Context: an optimization exercise on an open-source flow, tuned for small area, a short achievable clock period and few clock cycles per item. The choices shown serve that exercise and are no tape-out recipe. The RTL was checked by simulation tests, not by an equivalence proof against the original design.

$ cat flow/design.v
package arima_pkg;
    localparam int RW = 128;
    localparam int Q_DEFAULT = 15;
    localparam logic [31:0] ONE_Q = 32'd1 << Q_DEFAULT;
    typedef enum logic [2:0] {
        S_IDLE,
        S_DIFF,
        S_MAC,
        S_SCALE,
        S_INTEG,
        S_OUT
    } state_t;
endpackage
import arima_pkg::*;
module qmult
#(
    parameter int N = 32,
    parameter int Q = 15
) (
    input  logic signed [N-1:0] a,
    input  logic signed [N-1:0] b,
    output logic signed [N-1:0] p,
    output logic                ovf
);
    function automatic logic ovf_n(input logic signed [arima_pkg::RW-1:0] v, input int n);
        logic signed [arima_pkg::RW-1:0] hi;
        logic signed [arima_pkg::RW-1:0] lo;
        logic signed [arima_pkg::RW-1:0] one;
        one    = '0;
        one[0] = 1'b1;
        hi     = (one <<< (n - 1)) - one;
        lo     = -hi - one;
        ovf_n  = (v > hi) || (v < lo);
    endfunction
    logic signed [2*N-1:0] prod;
    logic signed [RW-1:0]  wide;
    always_comb begin
        prod = (2*N)'(a) * (2*N)'(b);
        wide = RW'(prod >>> Q);
        p    = N'(wide);
        ovf  = ovf_n(wide, N);
    end
endmodule
import arima_pkg::*;
module arima_serial_core
#(
    parameter int N     = 32,
    parameter int Q     = 15,
    parameter int P_MAX = 8,
    parameter int Q_MAX = 8,
    parameter int D_MAX = 2
) (
    input  logic                         clk,
    input  logic                         rst_n,
    input  logic                         clr,
    input  logic [$clog2(P_MAX+1)-1:0]   cfg_p,
    input  logic [$clog2(Q_MAX+1)-1:0]   cfg_q,
    input  logic [$clog2(D_MAX+1)-1:0]   cfg_d,
    input  logic [P_MAX*N-1:0]           ar_coef,
    input  logic [Q_MAX*N-1:0]           ma_coef,
    input  logic signed [N-1:0]          cont,
    input  logic signed [N-1:0]          kalman_beta,
    output logic                         overflow,
    output logic                         busy,
    input  logic                         in_valid,
    output logic                         in_ready,
    input  logic signed [N-1:0]          in_data,
    output logic                         out_valid,
    input  logic                         out_ready,
    output logic signed [N-1:0]          out_data
);
    localparam int PW = $clog2(P_MAX + 1);
    localparam int QW = $clog2(Q_MAX + 1);
    localparam int DW = $clog2(D_MAX + 1);
    localparam int CW = $clog2(P_MAX + Q_MAX + 1);
    localparam int AW = N + CW;
    localparam int PI = (P_MAX > 1) ? $clog2(P_MAX) : 1;
    localparam int QI = (Q_MAX > 1) ? $clog2(Q_MAX) : 1;
    function automatic logic ovf_n(input logic signed [arima_pkg::RW-1:0] v, input int n);
        logic signed [arima_pkg::RW-1:0] hi;
        logic signed [arima_pkg::RW-1:0] lo;
        logic signed [arima_pkg::RW-1:0] one;
        one    = '0;
        one[0] = 1'b1;
        hi     = (one <<< (n - 1)) - one;
        lo     = -hi - one;
        ovf_n  = (v > hi) || (v < lo);
    endfunction
    arima_pkg::state_t state, next_state;
    logic [PW-1:0]        p_r;
    logic [QW-1:0]        q_r;
    logic [DW-1:0]        d_r;
    logic signed [N-1:0]  x_r;
    logic signed [N-1:0]  level   [0:D_MAX-1];
    logic signed [N-1:0]  ar_hist [0:P_MAX-1];
    logic signed [N-1:0]  ma_hist [0:Q_MAX-1];
    logic signed [N-1:0]  w_hat;
    logic signed [AW-1:0] acc;
    logic [CW-1:0]        idx;
    logic signed [N-1:0]  out_r;
    logic signed [N-1:0]  dk [0:D_MAX];
    logic signed [N-1:0]  w_t, e_t, acc_n, integ;
    logic signed [N-1:0]  qa, qb, qp;
    logic signed [RW-1:0] integ_sum;
    logic                 diff_ovf, e_ovf, acc_ovf, integ_ovf, qm_ovf, ov_tmp;
    logic [CW-1:0]        pq_total;
    logic [PI-1:0]        ar_sel;
    logic [QI-1:0]        ma_sel;
    assign pq_total    = CW'(p_r) + CW'(q_r);
    assign ar_sel      = idx[PI-1:0];
    assign ma_sel      = QI'(idx - CW'(p_r));
    assign in_ready  = (state == S_IDLE) && !clr;
    assign out_valid = (state == S_OUT);
    assign out_data   = out_r;
    assign busy        = (state != S_IDLE);
    qmult #(.N(N), .Q(Q)) u_qmult (
        .a   (qa),
        .b   (qb),
        .p   (qp),
        .ovf (qm_ovf)
    );
    always_comb begin
        diff_ovf = 1'b0;
        ov_tmp   = 1'b0;
        dk[0]    = x_r;
        for (int k = 1; k <= D_MAX; k++) begin
            dk[k] = dk[k-1];
            if (k <= int'(d_r)) begin
                dk[k]    = N'(RW'(dk[k-1]) - RW'(level[k-1]));
                ov_tmp   = ovf_n(RW'(dk[k-1]) - RW'(level[k-1]), N);
                diff_ovf = diff_ovf | ov_tmp;
            end
        end
        w_t       = dk[D_MAX];
        e_t       = N'(RW'(w_t) - RW'(w_hat));
        e_ovf     = ovf_n(RW'(w_t) - RW'(w_hat), N);
        acc_n     = N'(RW'(acc));
        acc_ovf   = ovf_n(RW'(acc), N);
        integ_sum = RW'(w_hat);
        for (int k = 0; k < D_MAX; k++) begin
            if (k < int'(d_r)) integ_sum = integ_sum + RW'(level[k]);
        end
        integ     = N'(integ_sum);
        integ_ovf = ovf_n(integ_sum, N);
    end
    always_comb begin
        if (state == S_SCALE) begin
            qa = kalman_beta;
            qb = acc_n;
        end else if (idx < CW'(p_r)) begin
            qa = ar_coef[ar_sel*N +: N];
            qb = ar_hist[ar_sel];
        end else begin
            qa = ma_coef[ma_sel*N +: N];
            qb = ma_hist[ma_sel];
        end
    end
    always_ff @(posedge clk or negedge rst_n) begin
        if (!rst_n) state <= S_IDLE;
        else        state <= next_state;
    end
    always_comb begin
        next_state = state;
        case (state)
            S_IDLE:  if (in_valid) next_state = S_DIFF;
            S_DIFF:  next_state = (pq_total == '0) ? S_SCALE : S_MAC;
            S_MAC:   if (idx == pq_total - CW'(1)) next_state = S_SCALE;
            S_SCALE: next_state = S_INTEG;
            S_INTEG: next_state = S_OUT;
            S_OUT:   if (out_ready) next_state = S_IDLE;
            default: next_state = S_IDLE;
        endcase
        if (clr) next_state = S_IDLE;
    end
    always_ff @(posedge clk or negedge rst_n) begin
        if (!rst_n) begin
            p_r      <= '0;
            q_r      <= '0;
            d_r      <= '0;
            x_r      <= '0;
            w_hat    <= '0;
            acc      <= '0;
            idx      <= '0;
            out_r    <= '0;
            overflow <= 1'b0;
            for (int k = 0; k < D_MAX; k++) level[k]   <= '0;
            for (int i = 0; i < P_MAX; i++) ar_hist[i] <= '0;
            for (int j = 0; j < Q_MAX; j++) ma_hist[j] <= '0;
        end else if (clr) begin
            w_hat    <= '0;
            acc      <= '0;
            idx      <= '0;
            overflow <= 1'b0;
            for (int k = 0; k < D_MAX; k++) level[k]   <= '0;
            for (int i = 0; i < P_MAX; i++) ar_hist[i] <= '0;
            for (int j = 0; j < Q_MAX; j++) ma_hist[j] <= '0;
        end else begin
            case (state)
                S_IDLE: if (in_valid) begin
                    p_r <= (cfg_p > PW'(P_MAX)) ? PW'(P_MAX) : cfg_p;
                    q_r <= (cfg_q > QW'(Q_MAX)) ? QW'(Q_MAX) : cfg_q;
                    d_r <= (cfg_d > DW'(D_MAX)) ? DW'(D_MAX) : cfg_d;
                    x_r <= in_data;
                end
                S_DIFF: begin
                    for (int k = 0; k < D_MAX; k++) begin
                        if (k < int'(d_r)) level[k] <= dk[k];
                    end
                    ar_hist[0] <= w_t;
                    for (int i = 1; i < P_MAX; i++) ar_hist[i] <= ar_hist[i-1];
                    ma_hist[0] <= e_t;
                    for (int j = 1; j < Q_MAX; j++) ma_hist[j] <= ma_hist[j-1];
                    acc      <= AW'(cont);
                    idx      <= '0;
                    overflow <= overflow | diff_ovf | e_ovf;
                end
                S_MAC: begin
                    acc      <= acc + AW'(qp);
                    idx      <= idx + CW'(1);
                    overflow <= overflow | qm_ovf;
                end
                S_SCALE: begin
                    w_hat    <= qp;
                    overflow <= overflow | acc_ovf | qm_ovf;
                end
                S_INTEG: begin
                    out_r    <= integ;
                    overflow <= overflow | integ_ovf;
                end
                default: ;
            endcase
        end
    end
endmodule
$ cat flow/run.sh
#!/bin/bash
# synth_recipe.tcl (not shown) runs the flow's synth.tcl, then flattens the netlist and writes it again
# the make line also repeats each setting of config.mk as NAME=value (left out here)
make -C /OpenROAD-flow-scripts/flow DESIGN_CONFIG=/design/flow/config.mk WORK_HOME=/design/flow/orfs CLKGATE_MAP_FILE= SYNTH_SCRIPT=/design/flow/synth_recipe.tcl finish
$ cat flow/config.mk
export PLATFORM = sky130hd
export DESIGN_NAME = arima_serial_core
export DESIGN_NICKNAME = arima_serial_core
export VERILOG_FILES = /design/flow/design.v
export SDC_FILE = /design/flow/constraint.sdc
export NUM_CORES = 4
export LEC_CHECK = 0
export CAP_MARGIN = 20
export CORE_MARGIN = 2
export CORE_UTILIZATION = 40
export SETUP_SLACK_MARGIN = 0.4
export SLEW_MARGIN = 20
$ cat flow/constraint.sdc
create_clock -name core_clock -period 14.0 [get_ports {clk}]
set_input_delay 2.8000 -clock core_clock [delete_from_list [all_inputs] [get_ports {clk}]]
set_output_delay 2.8000 -clock core_clock [all_outputs]
set_load 0.01 [all_outputs]
==> metrics.yaml <==
clkSinkCount: 728
worstSetupStartpointType: "input port"
tns_ps: 0
grt_pass1_vias: 77163
die_y_um: 464.2
cpMostUsedCell: "fa_1"
cts_made_buffers: 78
hold_slack_ps: 476.1
placed_area_um2: 98870
drv_cap: 0
tightest_slew_ps: 1184
dieArea_um2: 215500
rsz0062_at_grt: "no"
worstPathArrival_ps: 13830
relSlewSlack_pct: 21.04
antenna_found_initial: 47
via_count: 75203
place_inst: 13484
synth_edf_count: 0
drtIter0Drc: 7291
clockBufferDepth: 3
fin_nets: 12925
hold_viol_final: 0
start_util_pct: 40.34
cts_max_level: 3
ys_types: 102
multi_input_area_um2: 60270
critPathBufInv: 10
syn_nets: 12030
place.gp.congestion: 0.9971
root_buffer: "clkbuf_16"
finalWirelength_um: 335900
fin_cells: 13661
ff_latch_area_um2: 18230
grt_util_all_layers_pct: 31.12
crit_slowest_cell: "clkdlybuf4s50_1"
drive_gt1_share_pct: 12.59
drc: 0
crit_family: "adder cells"
critPathCaptureType: "flop"
required_ps: 14520
synth_ff_type: "dfrtp_1"
cts.clk_slew.worst_paths_ps: 60
clock_skew_ps: 28.55
synth_async_sr_flop_share_pct: 100.0
die-width_um: 464.2
cts_tree: "built"
postSynthAreaPerCell_um2: 8.569
finalSetupViolCount: 0
synth-seq-cells: 728
max_freq_ghz: 0.07515
hold_path.class: "reg -> reg"
ys_seq_area_share_pct: 21.50
clk_latency_ps: 700
area_growth_pct: 21.20
fin_util_pct: 48.90
post-dp-hpwl_um: 272400
reg2reg_slack_ps: 750
yosysWarningCount: 6
drtAntennaViolNets: 0
first_pass_iters: 8
pin_count: 659
core_area_um2: 210000
wl_per_cell_um: 24.59
max_stage_delay_ps: 560
syn-cell-area_um2: 84720
overflow: 0
grt_start_max_net_pins: 231
io_buffers: 658
synth_cells: 9887
viasPerCell: 5.505
crit_type: "in -> reg"
std_cell_rows: 168
filler_cell_count: 19811
drv_slew: 0
outcome: "timing/DRC/antenna clean"
final.period_utilization_pct: 95.04
final_cell_area_um2: 102700
crit_fanout: 4
grt_pass1_wl_um: 505000
fin_crit_ps: 13310
[worst reg2reg max path, delay by kind of cell, from the launching register on]
kind / cells / cell delay [ps]
AOI/OAI and AO/OA: 19 / 3750
buffers and inverters: 12 / 1470
and+or+nand+nor: 8 / 1190
DFF: 1 / 470
xor gates and xnor gates: 3 / 750
adders and majority gates: 12 / 5490
[through the flow]
stage	setup WS, ps
6_report	694.1
3_3_place_gp	-1212
5_1_grt	367.5
2_1_floorplan	421.8
4_1_cts	385.1
3_5_place_dp	-1192
[timing repair]
action,CTS,global route
hold buffers,0,0
buffers inserted,1,21
endpoints found under the setup margin,16,13
endpoints found under the hold margin,0,0
pin swaps,6,106
resized for setup,36,254
[layout by cell type, fill, tap and decap left out, types with 22 or more instances in the layout]
master           count
a211oi_1            46
a21o_1              83
a21oi_1            834
a21oi_2             22
a222oi_1            31
a22o_1              44
a311oi_1            43
a31oi_1             29
and2_1              53
and3_1              36
buf_12              52
buf_4              666
buf_6               23
clkbuf_16           78
clkdlybuf4s50_1    640
dfrtp_1            723
fa_1              1093
fa_2                35
ha_1               377
inv_1             1329
mux2_2              73
mux2i_1             59
mux4_2             144
nand2_1           2016
nand2b_1            79
nand3_1             96
nand4_1             39
nor2_1             776
nor2b_1             40
nor3_1              64
o211ai_1            28
o21a_1              39
o21ai_0            296
o21ai_1             23
o21bai_1            38
or3_1               26
xnor2_1            149
xor2_1              73
[sequential cells by signal (all words and copies together) (netlist names)]
signal	cells
ar_hist	256
ma_hist	256
level	64
acc	37
out_r	32
w_hat	32
x_r	32
idx	5
p_r	4
q_r	4
state	3
d_r	2
overflow	1
[kinds of logic after synthesis]
| kind of cell | synth area share [%] |
|---|---|
| buffers and inverters | 8.677 |
| adders and majority gates | 32.45 |
| xor gates and xnor gates | 2.356 |
| AOI/OAI and AO/OA | 12.77 |
| DFF | 21.50 |
| muxes | 5.531 |
| and+or+nand+nor | 16.71 |
[per-layer routing]
layer / share of wire [%] / up-vias / GRT usage (%)
li1: - / 33597 / -
met1: 41 / 38062 / 41.65
met2: 46 / 3048 / 49.94
met3: 7.8 / 484 / 5.962
met4: 4.3 / 12 / 11.66
met5: 0.019 / - / 0
[synth_stat cells (all sizes together) (75+ instances only)]
cell type / count / area [µm²]
xor2: 75 / 664.4
inv: 1345 / 5049
nor2: 791 / 2972
fa: 1129 / 22600
nand2: 2033 / 7631
ha: 391 / 4892
a21o: 84 / 631.9
buf: 87 / 387.9
xnor2: 152 / 1331
clkbuf: 503 / 1888
mux4: 144 / 3243
dfrtp: 728 / 18220
nand2b: 81 / 506.7
nand3: 125 / 625.6
o21ai: 336 / 1697
a21oi: 862 / 4333
[area by class of cell]
| type | instances | area share (%) |
|---|---|---|
| inverters | 1352 | 4.943 |
| flip-flops and latches | 728 | 17.76 |
| repair buffers | 1405 | 12.68 |
| diodes | 19 | 0.04631 |
| well taps | 2805 | 3.418 |
| multi-input cells | 7217 | 58.70 |
| clock inverters | 30 | 0.3083 |
| clock buffers | 105 | 2.146 |
[worst paths after layout]
| kind | end | start | cells past startpoint |
|---|---|---|---|
| worst max-delay path | acc[35]$_DFFE_PN0P_ | ar_coef[83] | 48 |
| worst min-delay path | out_r[7]$_DFFE_PN0P_ | out_r[7]$_DFFE_PN0P_ | 2 |
| worst max register to register | acc[35]$_DFFE_PN0P_ | idx[0]$_DFFE_PN0P_ | 54 |
| worst min register to register | out_r[7]$_DFFE_PN0P_ | out_r[7]$_DFFE_PN0P_ | 2 |
| max in group asynchronous | idx[0]$_DFFE_PN0P_ | rst_n | 3 |
| min in group asynchronous | x_r[0]$_DFFE_PN0P_ | rst_n | 1 |
Testbench counts, summed over its fixed seeds: cycles 32,460, items 2,560.

afterwards: timing with drivers on the ports:
In the flow no input, the clock included, has a driving cell. The finished layout below was timed again as built, in two steps.
Step 1 sets driving cells, clkbuf_16 on the clock port and buf_2 on the other inputs (assumed; they add their load-dependent delay and slew).
Step 2 moves the port delays by t, midway between the first and last clock arrival at a register: inputs arrive t later, outputs are due t later. That takes back most of the time a late clock gives input paths.
Slacks: no drivers / after step 1 / after step 2; pairs: no drivers / after step 1.
shift t [ns]: 0.735
setup slack, ns: 0.694 / 0.646 / -0.089
cell pins on the clock port's net: 1
With both steps, setup timing fails in this run, where it was met with ideal ports. The setup slack of this run moves by -0.048 ns with the drivers and by -0.783 ns with both steps.
